Source: an optimization exercise on an open RTL-to-GDS flow (aim: small area, a short achievable clock period and few clock cycles). Production flows keep margins and buffers that such runs may drop.
In this exercise RTL edits were held to simulation tests only and were not proved equivalent to the original.
No activity file was given, so power comes from the tool's default toggle rates.

== cedar ==
==> flow/design.v (excerpt) <==
module qkv_proj_top #(
  parameter int NUM_PROJ = 3
) (
  input  logic           clk,
  input  logic           reset_n,
  input  logic           dut_valid,
  output logic           dut_ready,
  output qkv_pkg::addr_t input_read_address,
  input  qkv_pkg::data_t input_read_data,
  output qkv_pkg::addr_t weight_read_address,
  input  qkv_pkg::data_t weight_read_data,
  output logic           result_write_enable,
  output qkv_pkg::addr_t result_write_address,
  output qkv_pkg::data_t result_write_data
);
Size in the first run: roughly 2,800 cells after synthesis, ~320 flip-flops.
==> module qkv_ctrl, before the edit <==
module qkv_ctrl #(
  parameter int NUM_PROJ = 3
) (
  input  logic           clk,
  input  logic           reset_n,
  input  logic           dut_valid,
  input  qkv_pkg::data_t input_read_data,
  input  qkv_pkg::data_t weight_read_data,
  output logic           dut_ready,
  output logic           fetch_start,
  output logic           fetch_step,
  output logic           dot_first,
  output logic           dot_end,
  output logic           row_end,
  output logic           matrix_end,
  input  logic           pipe_busy
);
  localparam int P_W = 2;   
  localparam logic [P_W-1:0] LAST_PROJ = P_W'(NUM_PROJ - 1);
  qkv_pkg::ctrl_state_t state;
  qkv_pkg::dim_t m_dim;
  qkv_pkg::dim_t k_dim;
  qkv_pkg::dim_t n_dim;
  qkv_pkg::dim_t k_cnt;
  qkv_pkg::dim_t j_cnt;
  qkv_pkg::dim_t r_cnt;
  logic [P_W-1:0] p_idx;
  logic k_last;
  logic j_last;
  logic r_last;
  logic p_last;
  logic       last_fetch;
  assign fetch_start = (state == qkv_pkg::PREP);
  assign fetch_step  = (state == qkv_pkg::COMPUTE);
  assign dot_end    = fetch_step && k_last;
  assign row_end    = dot_end && j_last;
  assign matrix_end = row_end && r_last;
  assign last_fetch = matrix_end && p_last;
  qkv_pkg::ctrl_state_t state_nxt;
  always_comb begin
    state_nxt = state;
    case (state)
      qkv_pkg::IDLE:      if (dut_valid) state_nxt = qkv_pkg::LOAD_ADDR;
      qkv_pkg::LOAD_ADDR: state_nxt = qkv_pkg::LOAD_DIMS;
      qkv_pkg::LOAD_DIMS: state_nxt = qkv_pkg::PREP;
      qkv_pkg::PREP:      state_nxt = qkv_pkg::COMPUTE;
      qkv_pkg::COMPUTE:   if (last_fetch) state_nxt = qkv_pkg::DRAIN;
      qkv_pkg::DRAIN:     if (!pipe_busy) state_nxt = qkv_pkg::IDLE;
      default:            state_nxt = qkv_pkg::IDLE;
    endcase
  end
  always_ff @(posedge clk) begin
    if (!reset_n) begin
      state     <= qkv_pkg::IDLE;
      dut_ready <= 1'b1;
    end else begin
      state     <= state_nxt;
      dut_ready <= (state_nxt == qkv_pkg::IDLE);
    end
  end
  always_ff @(posedge clk) begin
    if (state == qkv_pkg::LOAD_DIMS) begin
      m_dim <= input_read_data[16 +: qkv_pkg::DIM_W];
      k_dim <= input_read_data[0 +: qkv_pkg::DIM_W];
      n_dim <= weight_read_data[0 +: qkv_pkg::DIM_W];
    end
  end
  always_ff @(posedge clk) begin
    if (fetch_start) begin
      dot_first <= 1'b1;
    end else if (fetch_step) begin
      dot_first <= k_last;
    end
  end
  always_ff @(posedge clk) begin
    if (fetch_start) begin
      k_cnt  <= k_dim;
      j_cnt  <= n_dim;
      r_cnt  <= m_dim;
      p_idx  <= '0;
      k_last <= (k_dim == qkv_pkg::dim_t'(1));
      j_last <= (n_dim == qkv_pkg::dim_t'(1));
      r_last <= (m_dim == qkv_pkg::dim_t'(1));
      p_last <= (NUM_PROJ == 1);
    end else if (fetch_step) begin
      if (k_last) begin
        k_cnt  <= k_dim;
        k_last <= (k_dim == qkv_pkg::dim_t'(1));
      end else begin
        k_cnt  <= k_cnt - 1'b1;
        k_last <= (k_cnt == qkv_pkg::dim_t'(2));
      end
      if (dot_end) begin
        if (j_last) begin
          j_cnt  <= n_dim;
          j_last <= (n_dim == qkv_pkg::dim_t'(1));
        end else begin
          j_cnt  <= j_cnt - 1'b1;
          j_last <= (j_cnt == qkv_pkg::dim_t'(2));
        end
      end
      if (row_end) begin
        if (r_last) begin
          r_cnt  <= m_dim;
          r_last <= (m_dim == qkv_pkg::dim_t'(1));
        end else begin
          r_cnt  <= r_cnt - 1'b1;
          r_last <= (r_cnt == qkv_pkg::dim_t'(2));
        end
      end
      if (matrix_end) begin
        p_idx  <= p_idx + 1'b1;
        p_last <= (p_idx == LAST_PROJ - 1'b1);
      end
    end
  end
endmodule
==> module input_addr_gen, before the edit <==
module input_addr_gen (
  input  logic           clk,
  input  logic           reset_n,
  input  logic           fetch_start,
  input  logic           fetch_step,
  input  logic           dot_end,
  input  logic           row_end,
  input  logic           matrix_end,
  output qkv_pkg::addr_t input_read_address
);
  qkv_pkg::addr_t row_base;
  qkv_pkg::addr_t addr_inc;
  assign addr_inc = input_read_address + 1'b1;
  always_ff @(posedge clk) begin
    if (fetch_start || (fetch_step && matrix_end)) begin
      input_read_address <= qkv_pkg::addr_t'(1);
    end else if (fetch_step) begin
      if (row_end) begin
        input_read_address <= addr_inc;
      end else if (dot_end) begin
        input_read_address <= row_base;
      end else begin
        input_read_address <= addr_inc;
      end
    end else begin
      input_read_address <= '0;
    end
  end
  always_ff @(posedge clk) begin
    if (fetch_start || (fetch_step && matrix_end)) begin
      row_base <= qkv_pkg::addr_t'(1);
    end else if (fetch_step && row_end) begin
      row_base <= addr_inc;
    end
  end
endmodule
==> module qkv_proj_top, before the edit <==
module qkv_proj_top #(
  parameter int NUM_PROJ = 3
) (
  input  logic           clk,
  input  logic           reset_n,
  input  logic           dut_valid,
  output logic           dut_ready,
  output qkv_pkg::addr_t input_read_address,
  input  qkv_pkg::data_t input_read_data,
  output qkv_pkg::addr_t weight_read_address,
  input  qkv_pkg::data_t weight_read_data,
  output logic           result_write_enable,
  output qkv_pkg::addr_t result_write_address,
  output qkv_pkg::data_t result_write_data
);
  logic fetch_start;
  logic fetch_step;
  logic dot_first;
  logic dot_end;
  logic row_end;
  logic matrix_end;
  logic pipe_busy;
  qkv_ctrl #(
    .NUM_PROJ (NUM_PROJ)
  ) ctrl_i (
    .clk              (clk),
    .reset_n          (reset_n),
    .dut_valid        (dut_valid),
    .input_read_data  (input_read_data),
    .weight_read_data (weight_read_data),
    .dut_ready        (dut_ready),
    .fetch_start      (fetch_start),
    .fetch_step       (fetch_step),
    .dot_first        (dot_first),
    .dot_end          (dot_end),
    .row_end          (row_end),
    .matrix_end       (matrix_end),
    .pipe_busy        (pipe_busy)
  );
  input_addr_gen input_addr_gen_i (
    .clk                (clk),
    .reset_n            (reset_n),
    .fetch_start        (fetch_start),
    .fetch_step         (fetch_step),
    .dot_end            (dot_end),
    .row_end            (row_end),
    .matrix_end         (matrix_end),
    .input_read_address (input_read_address)
  );
  weight_addr_gen weight_addr_gen_i (
    .clk                 (clk),
    .reset_n             (reset_n),
    .fetch_start         (fetch_start),
    .fetch_step          (fetch_step),
    .row_end             (row_end),
    .matrix_end          (matrix_end),
    .weight_read_address (weight_read_address)
  );
  mac_writer mac_writer_i (
    .clk                  (clk),
    .reset_n              (reset_n),
    .fetch_start          (fetch_start),
    .dot_first            (dot_first),
    .dot_end              (dot_end),
    .input_read_data      (input_read_data),
    .weight_read_data     (weight_read_data),
    .pipe_busy            (pipe_busy),
    .result_write_enable  (result_write_enable),
    .result_write_address (result_write_address),
    .result_write_data    (result_write_data)
  );
endmodule
clock: 10.0 ns
lec_check: 0
cap_margin: 20
core_margin: 2
core_utilization: 70
cts_cluster_diameter: 120
cts_cluster_size: 28
slew_margin: 20
standard.sh (not shown) runs the stock make flow with config.mk's settings and CLKGATE_MAP_FILE= SYNTH_SCRIPT=/design/flow/synth_recipe.tcl, a recipe that flattens the netlist after the stock synthesis.
==> flow/flow/run.sh <==
#!/bin/bash
set -euo pipefail
bash standard.sh 'BUFFER_PORTS_ARGS=-buffer_cell sky130_fd_sc_hd__buf_1' SETUP_SLACK_MARGIN=6.75 finish > standard_flow.log 2>&1
In summary, cedar completed successfully, with a layout that passed the timing, design-rule and antenna checks.
Testbench counts of cedar, summed over its fixed seeds: cycles 426,597.
## Diff of input files: pine against cedar
--- a/flow/design.v
+++ b/flow/design.v
@@ -31,17 +31,17 @@
   output logic           fetch_step,
   output logic           dot_first,
   output logic           dot_end,
   output logic           row_end,
   output logic           matrix_end,
+  output qkv_pkg::dim_t  k_dim,
   input  logic           pipe_busy
 );
   localparam int P_W = 2;   
   localparam logic [P_W-1:0] LAST_PROJ = P_W'(NUM_PROJ - 1);
   qkv_pkg::ctrl_state_t state;
   qkv_pkg::dim_t m_dim;
-  qkv_pkg::dim_t k_dim;
   qkv_pkg::dim_t n_dim;
   qkv_pkg::dim_t k_cnt;
   qkv_pkg::dim_t j_cnt;
   qkv_pkg::dim_t r_cnt;
   logic [P_W-1:0] p_idx;
@@ -144,37 +144,30 @@
   input  logic           fetch_start,
   input  logic           fetch_step,
   input  logic           dot_end,
   input  logic           row_end,
   input  logic           matrix_end,
+  input  qkv_pkg::dim_t  k_dim,
   output qkv_pkg::addr_t input_read_address
 );
-  qkv_pkg::addr_t row_base;
   qkv_pkg::addr_t addr_inc;
   assign addr_inc = input_read_address + 1'b1;
   always_ff @(posedge clk) begin
     if (fetch_start || (fetch_step && matrix_end)) begin
       input_read_address <= qkv_pkg::addr_t'(1);
     end else if (fetch_step) begin
       if (row_end) begin
         input_read_address <= addr_inc;
       end else if (dot_end) begin
-        input_read_address <= row_base;
+        input_read_address <= addr_inc - qkv_pkg::addr_t'(k_dim);
       end else begin
         input_read_address <= addr_inc;
       end
     end else begin
       input_read_address <= '0;
     end
   end
-  always_ff @(posedge clk) begin
-    if (fetch_start || (fetch_step && matrix_end)) begin
-      row_base <= qkv_pkg::addr_t'(1);
-    end else if (fetch_step && row_end) begin
-      row_base <= addr_inc;
-    end
-  end
 endmodule
 `default_nettype wire
 `timescale 1ns/1ps
 `default_nettype none
 module weight_addr_gen (
@@ -1994,10 +1987,11 @@
   logic dot_first;
   logic dot_end;
   logic row_end;
   logic matrix_end;
   logic pipe_busy;
+  qkv_pkg::dim_t k_dim;
   qkv_ctrl #(
     .NUM_PROJ (NUM_PROJ)
   ) ctrl_i (
     .clk              (clk),
     .reset_n          (reset_n),
@@ -2009,20 +2003,22 @@
     .fetch_step       (fetch_step),
     .dot_first        (dot_first),
     .dot_end          (dot_end),
     .row_end          (row_end),
     .matrix_end       (matrix_end),
+    .k_dim            (k_dim),
     .pipe_busy        (pipe_busy)
   );
   input_addr_gen input_addr_gen_i (
     .clk                (clk),
     .reset_n            (reset_n),
     .fetch_start        (fetch_start),
     .fetch_step         (fetch_step),
     .dot_end            (dot_end),
     .row_end            (row_end),
     .matrix_end         (matrix_end),
+    .k_dim              (k_dim),
     .input_read_address (input_read_address)
   );
   weight_addr_gen weight_addr_gen_i (
     .clk                 (clk),
     .reset_n             (reset_n),
- Diff cedar -> pine: sum of net half-perimeters after detailed placement shows a reduction of about 0.33%, placeable core region went down by about 1.7%.
- Delta (pine minus cedar): routed wire length fell by 4.8%, combinational power share stayed essentially flat, setup slack fell by 0.072 ns, die area fell by about 0.6%, post-synthesis to final-layout area growth rose by 0.97 points.
- pine ended up with a lower number of vias in the routed layout than cedar did.
- Compared with cedar, pine ends up with more cell area.
Testbench counts of pine, summed over its fixed seeds: cycles 426,597.

== before ==
RTL: one of the versions met above, not the one the previous note started from.
For scale: ~310 flip-flops, about 140 I/O pins, ~25000 um2 of cells after synthesis.
## qkv_proj_top
module qkv_proj_top #(
  parameter int NUM_PROJ = 3
) (
  input  logic           clk,
  input  logic           reset_n,
  input  logic           dut_valid,
  output logic           dut_ready,
  output qkv_pkg::addr_t input_read_address,
  input  qkv_pkg::data_t input_read_data,
  output qkv_pkg::addr_t weight_read_address,
  input  qkv_pkg::data_t weight_read_data,
  output logic           result_write_enable,
  output qkv_pkg::addr_t result_write_address,
  output qkv_pkg::data_t result_write_data
);
  logic fetch_start;
  logic fetch_step;
  logic dot_first;
  logic dot_end;
  logic row_end;
  logic matrix_end;
  logic pipe_busy;
  qkv_pkg::dim_t k_dim;
  qkv_ctrl #(
    .NUM_PROJ (NUM_PROJ)
  ) ctrl_i (
    .clk              (clk),
    .reset_n          (reset_n),
    .dut_valid        (dut_valid),
    .input_read_data  (input_read_data),
    .weight_read_data (weight_read_data),
    .dut_ready        (dut_ready),
    .fetch_start      (fetch_start),
    .fetch_step       (fetch_step),
    .dot_first        (dot_first),
    .dot_end          (dot_end),
    .row_end          (row_end),
    .matrix_end       (matrix_end),
    .k_dim            (k_dim),
    .pipe_busy        (pipe_busy)
  );
  input_addr_gen input_addr_gen_i (
    .clk                (clk),
    .reset_n            (reset_n),
    .fetch_start        (fetch_start),
    .fetch_step         (fetch_step),
    .dot_end            (dot_end),
    .row_end            (row_end),
    .matrix_end         (matrix_end),
  ...
==> module qkv_ctrl, before the edit <==
module qkv_ctrl #(
  parameter int NUM_PROJ = 3
) (
  input  logic           clk,
  input  logic           reset_n,
  input  logic           dut_valid,
  input  qkv_pkg::data_t input_read_data,
  input  qkv_pkg::data_t weight_read_data,
  output logic           dut_ready,
  output logic           fetch_start,
  output logic           fetch_step,
  output logic           dot_first,
  output logic           dot_end,
  output logic           row_end,
  output logic           matrix_end,
  output qkv_pkg::dim_t  k_dim,
  input  logic           pipe_busy
);
  localparam int P_W = 2;   
  localparam logic [P_W-1:0] LAST_PROJ = P_W'(NUM_PROJ - 1);
  qkv_pkg::ctrl_state_t state;
  qkv_pkg::dim_t m_dim;
  qkv_pkg::dim_t n_dim;
  qkv_pkg::dim_t k_cnt;
  qkv_pkg::dim_t j_cnt;
  qkv_pkg::dim_t r_cnt;
  logic [P_W-1:0] p_idx;
  logic k_last;
  logic j_last;
  logic r_last;
  logic p_last;
  logic       last_fetch;
  assign fetch_start = (state == qkv_pkg::PREP);
  assign fetch_step  = (state == qkv_pkg::COMPUTE);
  assign dot_end    = fetch_step && k_last;
  assign row_end    = dot_end && j_last;
  assign matrix_end = row_end && r_last;
  assign last_fetch = matrix_end && p_last;
  qkv_pkg::ctrl_state_t state_nxt;
  always_comb begin
    state_nxt = state;
    case (state)
      qkv_pkg::IDLE:      if (dut_valid) state_nxt = qkv_pkg::LOAD_ADDR;
      qkv_pkg::LOAD_ADDR: state_nxt = qkv_pkg::LOAD_DIMS;
      qkv_pkg::LOAD_DIMS: state_nxt = qkv_pkg::PREP;
      qkv_pkg::PREP:      state_nxt = qkv_pkg::COMPUTE;
      qkv_pkg::COMPUTE:   if (last_fetch) state_nxt = qkv_pkg::DRAIN;
      qkv_pkg::DRAIN:     if (!pipe_busy) state_nxt = qkv_pkg::IDLE;
      default:            state_nxt = qkv_pkg::IDLE;
    endcase
  end
  always_ff @(posedge clk) begin
    if (!reset_n) begin
      state     <= qkv_pkg::IDLE;
      dut_ready <= 1'b1;
    end else begin
      state     <= state_nxt;
      dut_ready <= (state_nxt == qkv_pkg::IDLE);
    end
  end
  always_ff @(posedge clk) begin
    if (state == qkv_pkg::LOAD_DIMS) begin
      m_dim <= input_read_data[16 +: qkv_pkg::DIM_W];
      k_dim <= input_read_data[0 +: qkv_pkg::DIM_W];
      n_dim <= weight_read_data[0 +: qkv_pkg::DIM_W];
    end
  end
  always_ff @(posedge clk) begin
    if (fetch_start) begin
      dot_first <= 1'b1;
    end else if (fetch_step) begin
      dot_first <= k_last;
    end
  end
  always_ff @(posedge clk) begin
    if (fetch_start) begin
      k_cnt  <= k_dim;
      j_cnt  <= n_dim;
      r_cnt  <= m_dim;
      p_idx  <= '0;
      k_last <= (k_dim == qkv_pkg::dim_t'(1));
      j_last <= (n_dim == qkv_pkg::dim_t'(1));
      r_last <= (m_dim == qkv_pkg::dim_t'(1));
      p_last <= (NUM_PROJ == 1);
    end else if (fetch_step) begin
      if (k_last) begin
        k_cnt  <= k_dim;
        k_last <= (k_dim == qkv_pkg::dim_t'(1));
      end else begin
        k_cnt  <= k_cnt - 1'b1;
        k_last <= (k_cnt == qkv_pkg::dim_t'(2));
      end
      if (dot_end) begin
        if (j_last) begin
          j_cnt  <= n_dim;
          j_last <= (n_dim == qkv_pkg::dim_t'(1));
        end else begin
          j_cnt  <= j_cnt - 1'b1;
          j_last <= (j_cnt == qkv_pkg::dim_t'(2));
        end
      end
      if (row_end) begin
        if (r_last) begin
          r_cnt  <= m_dim;
          r_last <= (m_dim == qkv_pkg::dim_t'(1));
        end else begin
          r_cnt  <= r_cnt - 1'b1;
          r_last <= (r_cnt == qkv_pkg::dim_t'(2));
        end
      end
      if (matrix_end) begin
        p_idx  <= p_idx + 1'b1;
        p_last <= (p_idx == LAST_PROJ - 1'b1);
      end
    end
  end
endmodule
==> module input_addr_gen, before the edit <==
module input_addr_gen (
  input  logic           clk,
  input  logic           reset_n,
  input  logic           fetch_start,
  input  logic           fetch_step,
  input  logic           dot_end,
  input  logic           row_end,
  input  logic           matrix_end,
  input  qkv_pkg::dim_t  k_dim,
  output qkv_pkg::addr_t input_read_address
);
  qkv_pkg::addr_t addr_inc;
  assign addr_inc = input_read_address + 1'b1;
  always_ff @(posedge clk) begin
    if (fetch_start || (fetch_step && matrix_end)) begin
      input_read_address <= qkv_pkg::addr_t'(1);
    end else if (fetch_step) begin
      if (row_end) begin
        input_read_address <= addr_inc;
      end else if (dot_end) begin
        input_read_address <= addr_inc - qkv_pkg::addr_t'(k_dim);
      end else begin
        input_read_address <= addr_inc;
      end
    end else begin
      input_read_address <= '0;
    end
  end
endmodule
==> module qkv_proj_top, before the edit <==
module qkv_proj_top #(
  parameter int NUM_PROJ = 3
) (
  input  logic           clk,
  input  logic           reset_n,
  input  logic           dut_valid,
  output logic           dut_ready,
  output qkv_pkg::addr_t input_read_address,
  input  qkv_pkg::data_t input_read_data,
  output qkv_pkg::addr_t weight_read_address,
  input  qkv_pkg::data_t weight_read_data,
  output logic           result_write_enable,
  output qkv_pkg::addr_t result_write_address,
  output qkv_pkg::data_t result_write_data
);
  logic fetch_start;
  logic fetch_step;
  logic dot_first;
  logic dot_end;
  logic row_end;
  logic matrix_end;
  logic pipe_busy;
  qkv_pkg::dim_t k_dim;
  qkv_ctrl #(
    .NUM_PROJ (NUM_PROJ)
  ) ctrl_i (
    .clk              (clk),
    .reset_n          (reset_n),
    .dut_valid        (dut_valid),
    .input_read_data  (input_read_data),
    .weight_read_data (weight_read_data),
    .dut_ready        (dut_ready),
    .fetch_start      (fetch_start),
    .fetch_step       (fetch_step),
    .dot_first        (dot_first),
    .dot_end          (dot_end),
    .row_end          (row_end),
    .matrix_end       (matrix_end),
    .k_dim            (k_dim),
    .pipe_busy        (pipe_busy)
  );
  input_addr_gen input_addr_gen_i (
    .clk                (clk),
    .reset_n            (reset_n),
    .fetch_start        (fetch_start),
    .fetch_step         (fetch_step),
    .dot_end            (dot_end),
    .row_end            (row_end),
    .matrix_end         (matrix_end),
    .k_dim              (k_dim),
    .input_read_address (input_read_address)
  );
  weight_addr_gen weight_addr_gen_i (
    .clk                 (clk),
    .reset_n             (reset_n),
    .fetch_start         (fetch_start),
    .fetch_step          (fetch_step),
    .row_end             (row_end),
    .matrix_end          (matrix_end),
    .weight_read_address (weight_read_address)
  );
  mac_writer mac_writer_i (
    .clk                  (clk),
    .reset_n              (reset_n),
    .fetch_start          (fetch_start),
    .dot_first            (dot_first),
    .dot_end              (dot_end),
    .input_read_data      (input_read_data),
    .weight_read_data     (weight_read_data),
    .pipe_busy            (pipe_busy),
    .result_write_enable  (result_write_enable),
    .result_write_address (result_write_address),
    .result_write_data    (result_write_data)
  );
endmodule
export LEC_CHECK = 0
export CAP_MARGIN = 20
export CORE_MARGIN = 2
export CORE_UTILIZATION = 60
export CTS_CLUSTER_DIAMETER = 120
export CTS_CLUSTER_SIZE = 28
export SLEW_MARGIN = 20
create_clock -name core_clock -period 10.0 [get_ports {clk}]
Scripts as last shown in full above: flow/flow/run.sh
Testbench counts of before, summed over its fixed seeds: cycles 426,597.
The inputs of after differ from those of before as listed below.
--- a/flow/design.v
+++ b/flow/design.v
@@ -31,17 +31,17 @@
   output logic           fetch_step,
   output logic           dot_first,
   output logic           dot_end,
   output logic           row_end,
   output logic           matrix_end,
-  output qkv_pkg::dim_t  k_dim,
   input  logic           pipe_busy
 );
   localparam int P_W = 2;   
   localparam logic [P_W-1:0] LAST_PROJ = P_W'(NUM_PROJ - 1);
   qkv_pkg::ctrl_state_t state;
   qkv_pkg::dim_t m_dim;
+  qkv_pkg::dim_t k_dim;
   qkv_pkg::dim_t n_dim;
   qkv_pkg::dim_t k_cnt;
   qkv_pkg::dim_t j_cnt;
   qkv_pkg::dim_t r_cnt;
   logic [P_W-1:0] p_idx;
@@ -144,30 +144,37 @@
   input  logic           fetch_start,
   input  logic           fetch_step,
   input  logic           dot_end,
   input  logic           row_end,
   input  logic           matrix_end,
-  input  qkv_pkg::dim_t  k_dim,
   output qkv_pkg::addr_t input_read_address
 );
+  qkv_pkg::addr_t row_base;
   qkv_pkg::addr_t addr_inc;
   assign addr_inc = input_read_address + 1'b1;
   always_ff @(posedge clk) begin
     if (fetch_start || (fetch_step && matrix_end)) begin
       input_read_address <= qkv_pkg::addr_t'(1);
     end else if (fetch_step) begin
       if (row_end) begin
         input_read_address <= addr_inc;
       end else if (dot_end) begin
-        input_read_address <= addr_inc - qkv_pkg::addr_t'(k_dim);
+        input_read_address <= row_base;
       end else begin
         input_read_address <= addr_inc;
       end
     end else begin
       input_read_address <= '0;
     end
   end
+  always_ff @(posedge clk) begin
+    if (fetch_start || (fetch_step && matrix_end)) begin
+      row_base <= qkv_pkg::addr_t'(1);
+    end else if (fetch_step && row_end) begin
+      row_base <= addr_inc;
+    end
+  end
 endmodule
 `default_nettype wire
 `timescale 1ns/1ps
 `default_nettype none
 module weight_addr_gen (
@@ -1987,11 +1994,10 @@
   logic dot_first;
   logic dot_end;
   logic row_end;
   logic matrix_end;
   logic pipe_busy;
-  qkv_pkg::dim_t k_dim;
   qkv_ctrl #(
     .NUM_PROJ (NUM_PROJ)
   ) ctrl_i (
     .clk              (clk),
     .reset_n          (reset_n),
@@ -2003,22 +2009,20 @@
     .fetch_step       (fetch_step),
     .dot_first        (dot_first),
     .dot_end          (dot_end),
     .row_end          (row_end),
     .matrix_end       (matrix_end),
-    .k_dim            (k_dim),
     .pipe_busy        (pipe_busy)
   );
   input_addr_gen input_addr_gen_i (
     .clk                (clk),
     .reset_n            (reset_n),
     .fetch_start        (fetch_start),
     .fetch_step         (fetch_step),
     .dot_end            (dot_end),
     .row_end            (row_end),
     .matrix_end         (matrix_end),
-    .k_dim              (k_dim),
     .input_read_address (input_read_address)
   );
   weight_addr_gen weight_addr_gen_i (
     .clk                 (clk),
     .reset_n             (reset_n),
Notes after the runs:
after: full flow OK, the timing, design-rule and antenna checks passed
Routed wire length on met3 (after / before): 1.6
First-iteration DRC count in after vs before: up 563
after against before: wire length of the first global-routing pass grew by 2.4%; final standard cell area without fillers now larger.
Between after and before, the part of the power in registers is higher for after.
On relative slew slack, before loses to after.
Against before as the reference, after delivers a higher final core utilization.
Delta (after minus before): post-synthesis instance total fell about 1.5%; number of cells on the critical path fell 12.
Summary of after over before: data required time of the critical path saw a decrease; worst hold slack went down by 0.0059 ns; cell area power density went up by 8.5 nW/um2; delay of the slowest cell on the worst path up 0.10 ns.
Testbench counts of after, summed over its fixed seeds: cycles 426,597.

-- re-timing with driven ports --
How much do the figures lean on ideal ports? The routed layouts below were timed once more, with nothing changed but the port constraints. Step 1 (the two cells are an assumption about what drives the block):
set clk [get_ports {clk}]
set_driving_cell -lib_cell sky130_fd_sc_hd__clkbuf_16 $clk
set_driving_cell -lib_cell sky130_fd_sc_hd__buf_2 [delete_from_list [all_inputs] $clk]
Step 2 times the ports against the registers' clock, not the clock port: input delays grow and output delays shrink by t, the midpoint of the rising clock arrivals with the driver on. a / b / c = ideal / step 1 / step 2; a / b = the first two.
run	shift t [ns]	slack for setup (ns)	hold WS [ns]	latest minus earliest clock arrival (ns)
cedar	0.581	6.821 / 6.766 / 6.837	0.356 / 0.356 / 0.356	0.021 / 0.022
pine	0.583	6.749 / 6.749 / 6.749	0.362 / 0.362 / 0.362	0.027 / 0.027
before	0.587	6.708 / 6.708 / 6.708	0.332 / 0.332 / 0.332	0.026 / 0.026
after	0.611	6.797 / 6.734 / 6.806	0.327 / 0.327 / 0.327	0.024 / 0.024
After both steps every run listed still meets setup and hold.
